This is an optimization exercise on Yosys and OpenROAD, whose aim is small area, a short achievable clock period and few clock cycles per item, not a production implementation.
Where RTL was checked, it was by simulation tests only, not by an equivalence proof against the original.
Power is estimated from default activity; no workload was simulated.

wip/lagoon:
// wide_add_pipe
module wide_add_pipe #(
  parameter int WIDTH  = 256,
  parameter int LANE_W = 64,
  parameter int EN_W   = 8,
  parameter int CNT_W  = 16
) (
  input  logic             clk,
  input  logic             rst,
  input  logic             in_valid,
  output logic             in_ready,
  input  logic [WIDTH-1:0] op1,
  input  logic [WIDTH-1:0] op2,
  input  logic             sub,
  input  logic [EN_W-1:0]  en1,
  input  logic [EN_W-1:0]  en2,
  output logic             out_valid,
  input  logic             out_ready,
  output logic [WIDTH-1:0] res,
  output logic             carry_out,
  output logic [CNT_W-1:0] drop_cnt
);
Size in the first run: ~320 flip-flops, roughly 810 I/O pins.
==> flow/config.mk <==
export PLATFORM = sky130hd
export DESIGN_NAME = wide_add_pipe
export DESIGN_NICKNAME = wide_add_pipe
export VERILOG_FILES = /design/flow/design.v
export SDC_FILE = /design/flow/constraint.sdc
export NUM_CORES = 4
export LEC_CHECK = 0
export CAP_MARGIN = 20
export CORE_MARGIN = 2
export CORE_UTILIZATION = 40
export SETUP_SLACK_MARGIN = 0.8
export SLEW_MARGIN = 20
export TNS_END_PERCENT = 10
==> flow/constraint.sdc <==
create_clock -name core_clock -period 4.2 [get_ports {clk}]
set_input_delay 0.8400 -clock core_clock [delete_from_list [all_inputs] [get_ports {clk}]]
set_output_delay 0.8400 -clock core_clock [all_outputs]
set_load 0.01 [all_outputs]
standard.sh (not shown) runs the stock make flow with config.mk's settings and CLKGATE_MAP_FILE= SYNTH_SCRIPT=/design/flow/synth_recipe.tcl, a recipe that flattens the netlist after the stock synthesis.
==> flow/flow/run.sh <==
#!/bin/bash
# Layout flow: the standard ORFS flow (standard.sh, including its
# standard synthesis), with plain buffers instead of ORFS's default
# delay-buffer cell for the port buffers that global placement inserts.
# Every input and output port still gets its own buffer.
set -euo pipefail
export BUFFER_PORTS_ARGS="-buffer_cell sky130_fd_sc_hd__buf_1"
bash standard.sh "BUFFER_PORTS_ARGS=$BUFFER_PORTS_ARGS" finish > flow_standard.log 2>&1
In summary, wip/lagoon completed successfully, with a layout that passed the timing, design-rule and antenna checks.
Testbench counts of wip/lagoon, summed over its fixed seeds: cycles 2,403, items 2,400.
Modified inputs, wip/raven compared to wip/lagoon
diff --git a/flow/config.mk b/flow/config.mk
--- a/flow/config.mk
+++ b/flow/config.mk
@@ -10 +10 @@
-export CORE_UTILIZATION = 40
+export CORE_UTILIZATION = 55
@@ -13 +12,0 @@
-export TNS_END_PERCENT = 10
- From wip/raven to wip/lagoon, area share of and/or/nand/nor cells after synthesis did not move at all.
- Of wip/lagoon and wip/raven, only wip/raven fails to finish with a clean layout.
- Comparing wip/lagoon with wip/raven, the average cell area after synthesis came out essentially unchanged.
- From wip/lagoon to wip/raven the numbers moved as follows: adder and majority cell fraction of the synthesized area comparable; count of unique library cells instantiated by Yosys comparable.
- [compare] base=wip/lagoon new=wip/raven: vertical die dimension moved down, number of cell rows fell about 15%.
#### Input delta (wip/onyx over wip/raven)
diff --git a/flow/config.mk b/flow/config.mk
--- a/flow/config.mk
+++ b/flow/config.mk
@@ -8 +8 @@
-export CAP_MARGIN = 20
+export CAP_MARGIN = 0
@@ -10 +10,2 @@
-export CORE_UTILIZATION = 55
+export CORE_UTILIZATION = 40
+export CTS_BUF_LIST = sky130_fd_sc_hd__clkbuf_8 sky130_fd_sc_hd__clkbuf_4
@@ -12 +13 @@
-export SLEW_MARGIN = 20
+export SLEW_MARGIN = 0
--- outcome ---
The final layout from wip/onyx, which completed every stage, passed the timing, design-rule and antenna checks at the end of the flow.
Per the comparison of wip/onyx with wip/raven, die extent in y grew by 38 um; count of standard-cell rows saw an increase; initial core utilization went down; synthesized cell count level.
In the tables for wip/raven and wip/onyx, die boundary width reads higher with wip/onyx.

---

Setup of wip/willow:
Starting RTL as in the previous note.
export LEC_CHECK = 0
export CAP_MARGIN = 20
export CORE_MARGIN = 2
export CORE_UTILIZATION = 40
export CTS_BUF_LIST = sky130_fd_sc_hd__clkbuf_8 sky130_fd_sc_hd__clkbuf_4
export GPL_ROUTABILITY_DRIVEN = 0
export SETUP_SLACK_MARGIN = 0.8
export SLEW_MARGIN = 20
create_clock -name core_clock -period 4.2 [get_ports {clk}]
Scripts as last shown in full above: flow/flow/run.sh
Testbench counts of wip/willow, summed over its fixed seeds: cycles 2,403, items 2,400.
## Diff of input files: wip/violet against wip/willow
Settings: CTS_BUF_LIST no longer set, was sky130_fd_sc_hd__clkbuf_8 sky130_fd_sc_hd__clkbuf_4; GPL_TIMING_DRIVEN now 0, previously not set; GPL_ROUTABILITY_DRIVEN no longer set, was 0.
Findings:
wip/willow finished every stage and its layout cleared the timing, design-rule and antenna checks.
wip/violet did not stop at any stage, and its layout met the timing, design-rule and antenna checks.
Compared with wip/willow, wip/violet shows a higher area of the multi-input gates.
Cmp wip/violet vs wip/willow: sequential share of layout area lower in wip/violet
From wip/violet to wip/willow, die span in x did not move at all.
In wip/violet, final HPWL from detailed placement is higher than in wip/willow.
Of wip/willow and wip/violet, the lower CTS H-tree depth belongs to wip/violet.
wip/willow → wip/violet: maximum net fanout on the critical path fell by 10; area growth from synthesis to layout rose by 2.1 points; part of the power in combinational logic stayed essentially flat.
> inputs changed (wip/violet -> wip/pepper)
Settings: setting CTS_BUF_LIST to sky130_fd_sc_hd__clkbuf_8 sky130_fd_sc_hd__clkbuf_4 for the first time; setting MIN_ROUTING_LAYER to met2 for the first time; removing GPL_TIMING_DRIVEN (formerly 0).
Results
wip/violet: flow completed, timing, DRC and antenna clean. wip/pepper | status: complete | timing, DRC, antenna: pass. Compared with wip/violet, wip/pepper shows a higher power per unit of standard cell area. wip/pepper vs wip/violet — number of filler instances in the final layout climbed slightly. Changes observed in wip/pepper relative to wip/violet: required time at the worst-slack endpoint went down; top achievable clock speed went up.

---

wide_add_pipe again, from the RTL that the note above started with.
export LEC_CHECK = 0
export CAP_MARGIN = 20
export CORE_MARGIN = 2
export CORE_UTILIZATION = 40
export CTS_BUF_LIST = sky130_fd_sc_hd__clkbuf_8 sky130_fd_sc_hd__clkbuf_4
export SETUP_SLACK_MARGIN = 0.8
export SLEW_MARGIN = 20
create_clock -name core_clock -period 4.2 [get_ports {clk}]
Scripts as last shown in full above: flow/flow/run.sh
Testbench counts at the start, summed over its fixed seeds: cycles 2,403, items 2,400.
==> next run, changes <==
--- a/flow/config.mk
+++ b/flow/config.mk
@@ -11,0 +12 @@
+export PLACE_DENSITY = 0.75
Die area stays the same.
Synthesized area stays the same.
Sequential power barely changes.
==> next run, changes <==
--- a/flow/config.mk
+++ b/flow/config.mk
@@ -11,3 +11 @@
-export CTS_BUF_LIST = sky130_fd_sc_hd__clkbuf_8 sky130_fd_sc_hd__clkbuf_4
-export PLACE_DENSITY = 0.75
-export SETUP_SLACK_MARGIN = 0.8
+export SETUP_SLACK_MARGIN = 0.6
=> Clock power climbs by 31%; sequential share of layout area increases by 0.82 points; core utilization falls by 1.5 points; total power increases by 3.7%; fmax goes down by 0.80%.
==> next run, changes <==
--- a/flow/config.mk
+++ b/flow/config.mk
@@ -11 +11 @@
-export SETUP_SLACK_MARGIN = 0.6
+export SETUP_SLACK_MARGIN = 1.0
Total power went up by 2.6%.
Cell count rises by 3.5%.
Maximum frequency barely changes.
Non-clock buffer count rose by 148.
Synthesized area is unchanged.
First-iteration DRC count rises by 1.2%.
Worst setup slack is about the same.
Global-route usage goes up by 0.96 points.

---

wide_add_pipe, a different RTL version from the one above (not shown whole).
For scale: roughly 2500 cells after synthesis, ~330 flip-flops, ~810 I/O pins, about 26000 um2 of cells after synthesis.
Settings: LEC_CHECK=0, CAP_MARGIN=20, CORE_MARGIN=2, CORE_UTILIZATION=40, SETUP_SLACK_MARGIN=1.3, SLEW_MARGIN=20; clock period 4.2 ns.
Scripts as last shown in full above: flow/flow/run.sh
The starting point ran to the end with no violations.
Testbench counts at the start, summed over its fixed seeds: cycles 2,403, items 2,400.
Rerun with:
--- a/flow/config.mk
+++ b/flow/config.mk
@@ -10,2 +10,3 @@
-export CORE_UTILIZATION = 40
-export SETUP_SLACK_MARGIN = 1.3
+export CORE_UTILIZATION = 55
+export CTS_BUF_LIST = sky130_fd_sc_hd__clkbuf_8 sky130_fd_sc_hd__clkbuf_4
+export SETUP_SLACK_MARGIN = 0.8
This time the run did not get past I/O pin placement (3_2_place_iop).
Synthesized area stays the same.
Synthesized cell count is unchanged.
Rerun with:
--- a/flow/config.mk
+++ b/flow/config.mk
@@ -10,2 +10 @@
-export CORE_UTILIZATION = 55
-export CTS_BUF_LIST = sky130_fd_sc_hd__clkbuf_8 sky130_fd_sc_hd__clkbuf_4
+export CORE_UTILIZATION = 40
After rerunning: This time the run completed with no timing, DRC or antenna violations; area after synthesis is unchanged; synthesized cell count stays the same.

---

## oak
The RTL this note starts from:
==> flow/design.v <==
`timescale 1ns/1ps
package wide_add_pkg;
  localparam logic ADD = 1'b0;
  localparam logic SUB = 1'b1;
endpackage
`timescale 1ns/1ps
module wide_add_lane #(
  parameter int BLK_W = 8
) (
  input  logic [BLK_W-1:0] a,
  input  logic [BLK_W-1:0] b,
  input  logic             cin,
  output logic [BLK_W-1:0] sum,
  output logic             gen,
  output logic             prop
);
  assign {gen, sum} = {1'b0, a} + {1'b0, b} + {{BLK_W{1'b0}}, cin};
  assign prop       = &(a ^ b);
endmodule
`timescale 1ns/1ps
module wide_add_pipe #(
  parameter int WIDTH  = 256,
  parameter int LANE_W = 64,
  parameter int EN_W   = 8,
  parameter int CNT_W  = 16
) (
  input  logic             clk,
  input  logic             rst,
  input  logic             in_valid,
  output logic             in_ready,
  input  logic [WIDTH-1:0] op1,
  input  logic [WIDTH-1:0] op2,
  input  logic             sub,
  input  logic [EN_W-1:0]  en1,
  input  logic [EN_W-1:0]  en2,
  output logic             out_valid,
  input  logic             out_ready,
  output logic [WIDTH-1:0] res,
  output logic             carry_out,
  output logic [CNT_W-1:0] drop_cnt
);
  localparam int BLK_W = 8;
  localparam int NB    = WIDTH / BLK_W;
  localparam int LV    = $clog2(NB);
  logic             advance;
  logic             gate;
  logic             is_sub;
  logic [WIDTH-1:0] b_in;
  assign gate = &(en1 ^ en2);
  assign advance  = !out_valid || out_ready;
  assign in_ready = advance;
  assign is_sub = (sub == wide_add_pkg::SUB);
  assign b_in   = op2 ^ {WIDTH{is_sub}};
  logic [WIDTH-1:0] blk_sum;
  logic [NB-1:0]    blk_g;
  logic [NB-1:0]    blk_p;
  for (genvar j = 0; j < NB; j++) begin : g_blk
    logic [BLK_W-1:0] a;
    logic [BLK_W-1:0] b;
    logic [BLK_W-1:0] s;
    logic             ci;
    logic             g;
    logic             p;
    assign a  = op1[j*BLK_W +: BLK_W];
    assign b  = b_in[j*BLK_W +: BLK_W];
    assign ci = (j == 0) ? is_sub : 1'b0;
    wide_add_lane #(.BLK_W(BLK_W)) u_lane (
      .a    (a),
      .b    (b),
      .cin  (ci),
      .sum  (s),
      .gen  (g),
      .prop (p)
    );
    assign blk_sum[j*BLK_W +: BLK_W] = s;
    assign blk_g[j] = g;
    assign blk_p[j] = (j == 0) ? 1'b0 : p;
  end
  logic [NB-1:0] pg [LV+1];
  logic [NB-1:0] pp [LV+1];
  assign pg[0] = blk_g;
  assign pp[0] = blk_p;
  for (genvar l = 0; l < LV; l++) begin : g_lvl
    for (genvar j = 0; j < NB; j++) begin : g_node
      if (((j >> l) & 1) == 1) begin : g_comb
        localparam int J = ((j >> l) << l) - 1;
        assign pg[l+1][j] = pg[l][j] | (pp[l][j] & pg[l][J]);
        assign pp[l+1][j] = pp[l][j] & pp[l][J];
      end else begin : g_pass
        assign pg[l+1][j] = pg[l][j];
        assign pp[l+1][j] = pp[l][j];
      end
    end
  end
  logic             valid_q;
  logic [WIDTH-1:0] sum_q;
  logic [NB-1:0]    cy_q;     
  always_ff @(posedge clk) begin
    if (rst) begin
      valid_q <= 1'b0;
    end else if (advance) begin
      valid_q <= in_valid && gate;
    end
  end
  always_ff @(posedge clk) begin
    if (advance) begin
      sum_q <= blk_sum;
      cy_q  <= pg[LV];
    end
  end
  logic [WIDTH-1:0] res_w;
  assign res_w[BLK_W-1:0] = sum_q[BLK_W-1:0];
  for (genvar j = 1; j < NB; j++) begin : g_inc
    logic [BLK_W-1:0] s;
    logic [BLK_W-1:0] low_ones;
    assign s = sum_q[j*BLK_W +: BLK_W];
    assign low_ones[0] = 1'b1;
    for (genvar i = 1; i < BLK_W; i++) begin : g_bit
      assign low_ones[i] = &s[i-1:0];
    end
    assign res_w[j*BLK_W +: BLK_W] = s ^ (low_ones & {BLK_W{cy_q[j-1]}});
  end
  assign out_valid = valid_q;
  assign res       = res_w;
  assign carry_out = cy_q[NB-1];
  logic             drop_inc;
  logic [CNT_W-1:0] cnt_ones;
  assign drop_inc    = in_valid && in_ready && !gate && !(&drop_cnt);
  assign cnt_ones[0] = 1'b1;
  for (genvar i = 1; i < CNT_W; i++) begin : g_ones
    assign cnt_ones[i] = &drop_cnt[i-1:0];
  end
  always_ff @(posedge clk) begin
    if (rst) begin
      drop_cnt <= '0;
    end else if (drop_inc) begin
      drop_cnt <= drop_cnt ^ cnt_ones;
    end
  end
endmodule
export LEC_CHECK = 0
export CAP_MARGIN = 20
export CORE_MARGIN = 2
export CORE_UTILIZATION = 40
export SLEW_MARGIN = 20
create_clock -name core_clock -period 4.2 [get_ports {clk}]
Scripts as last shown in full above: flow/flow/run.sh
#### Input delta (pine over oak)
Settings: SETUP_SLACK_MARGIN: unset -> 1.0.
## What came out
pine: done, clean on timing, DRC and antenna. Number of cells in the finished layout apart from fillers: oak and pine compared, higher one is pine. pine: count of plain and timing-repair buffers in the layout 23 above oak. On internal power, pine does worse than oak. Worst setup slack essentially unchanged between pine and oak. | multi-input gate area in the final layout | lower: oak |. Post-route clock period utilization essentially unchanged between pine and oak. Core utilization: pine higher than oak. NOTE: sequential share of layout area in pine falls short of that of oak.
### pine -> birch
Settings: removing SETUP_SLACK_MARGIN (formerly 1.0).
==> flow/run.sh (new file) <==
#!/bin/bash
# synth_recipe.tcl (not shown) runs the flow's synth.tcl, then flattens the netlist and writes it again
# the make line also repeats each setting of config.mk as NAME=value (left out here)
make -C /OpenROAD-flow-scripts/flow DESIGN_CONFIG=/design/flow/config.mk WORK_HOME=/design/flow/orfs CLKGATE_MAP_FILE= SYNTH_SCRIPT=/design/flow/synth_recipe.tcl finish
removed: flow/flow/run.sh
removed: flow/standard.sh
Findings:
The endpoint of the worst setup timing path comes out cy_q[31]$_DFFE_PN_ in one run and cy_q[10]$_DFFE_PN_ in the other, namely in birch and pine respectively. [compare] base=pine new=birch: shortest period the worst path allows rose by 0.016 ns, overall global routing resource usage rose by 3.4 points, part of the total power dissipated in sequential elements fell by 2.6 points.
No functional check of the RTL was part of any run of this note.

==> re-timing with driven ports <==
The flow's constraints put no driver on any port. The routed layouts listed below were extracted and timed again, unchanged, in two steps. Step 1: set_driving_cell puts a clkbuf_16 on clk and a buf_2 on each other input, an assumption about the parent block. Step 2 times the ports against the registers' clock, not the clock port: input delays grow and output delays shrink by t, the midpoint of the rising clock arrivals with the driver on. Three values: ideal, step 1, step 2; two values: the first two.
| run | shift t [ns] | setup WS [ns] | worst setup path at the end |
|---|---|---|---|
| wip/lagoon | 0.618 | 0.719 / 0.700 / 0.082 | input to register |
| wip/onyx | 0.667 | 0.817 / 0.831 / 0.164 | input to register |
| wip/willow | 0.667 | 0.817 / 0.831 / 0.164 | input to register |
| wip/violet | 0.619 | 0.628 / 0.653 / 0.034 | input to register |
| wip/pepper | 0.705 | 0.801 / 0.730 / 0.081 | input to register |
| the first run of note 3 | 0.667 | 0.817 / 0.831 / 0.164 | input to register |
| the second run of note 3 | 0.685 | 0.761 / 0.761 / 0.076 | input to register |
| the third run of note 3 | 0.619 | 0.734 / 0.728 / 0.109 | input to register |
| the fourth run of note 3 | 0.625 | 0.733 / 0.757 / 0.133 | input to register |
| the first run of note 4 | 0.617 | 0.736 / 0.677 / 0.254 | input to register |
| the third run of note 4 | 0.615 | 0.745 / 0.682 / 0.210 | input to register |
| oak | 0.599 | 0.141 / 0.147 / -0.451 | input to register |
| pine | 0.607 | 0.139 / 0.153 / -0.454 | input to register |
| birch | 0.606 | 0.123 / 0.136 / -0.470 | input to register |
With both steps, setup timing fails in oak, pine and birch, where it was met with ideal ports. For wip/pepper, which loses most, drivers alone change the setup slack by -0.071 ns; drivers and shift together by -0.720 ns.
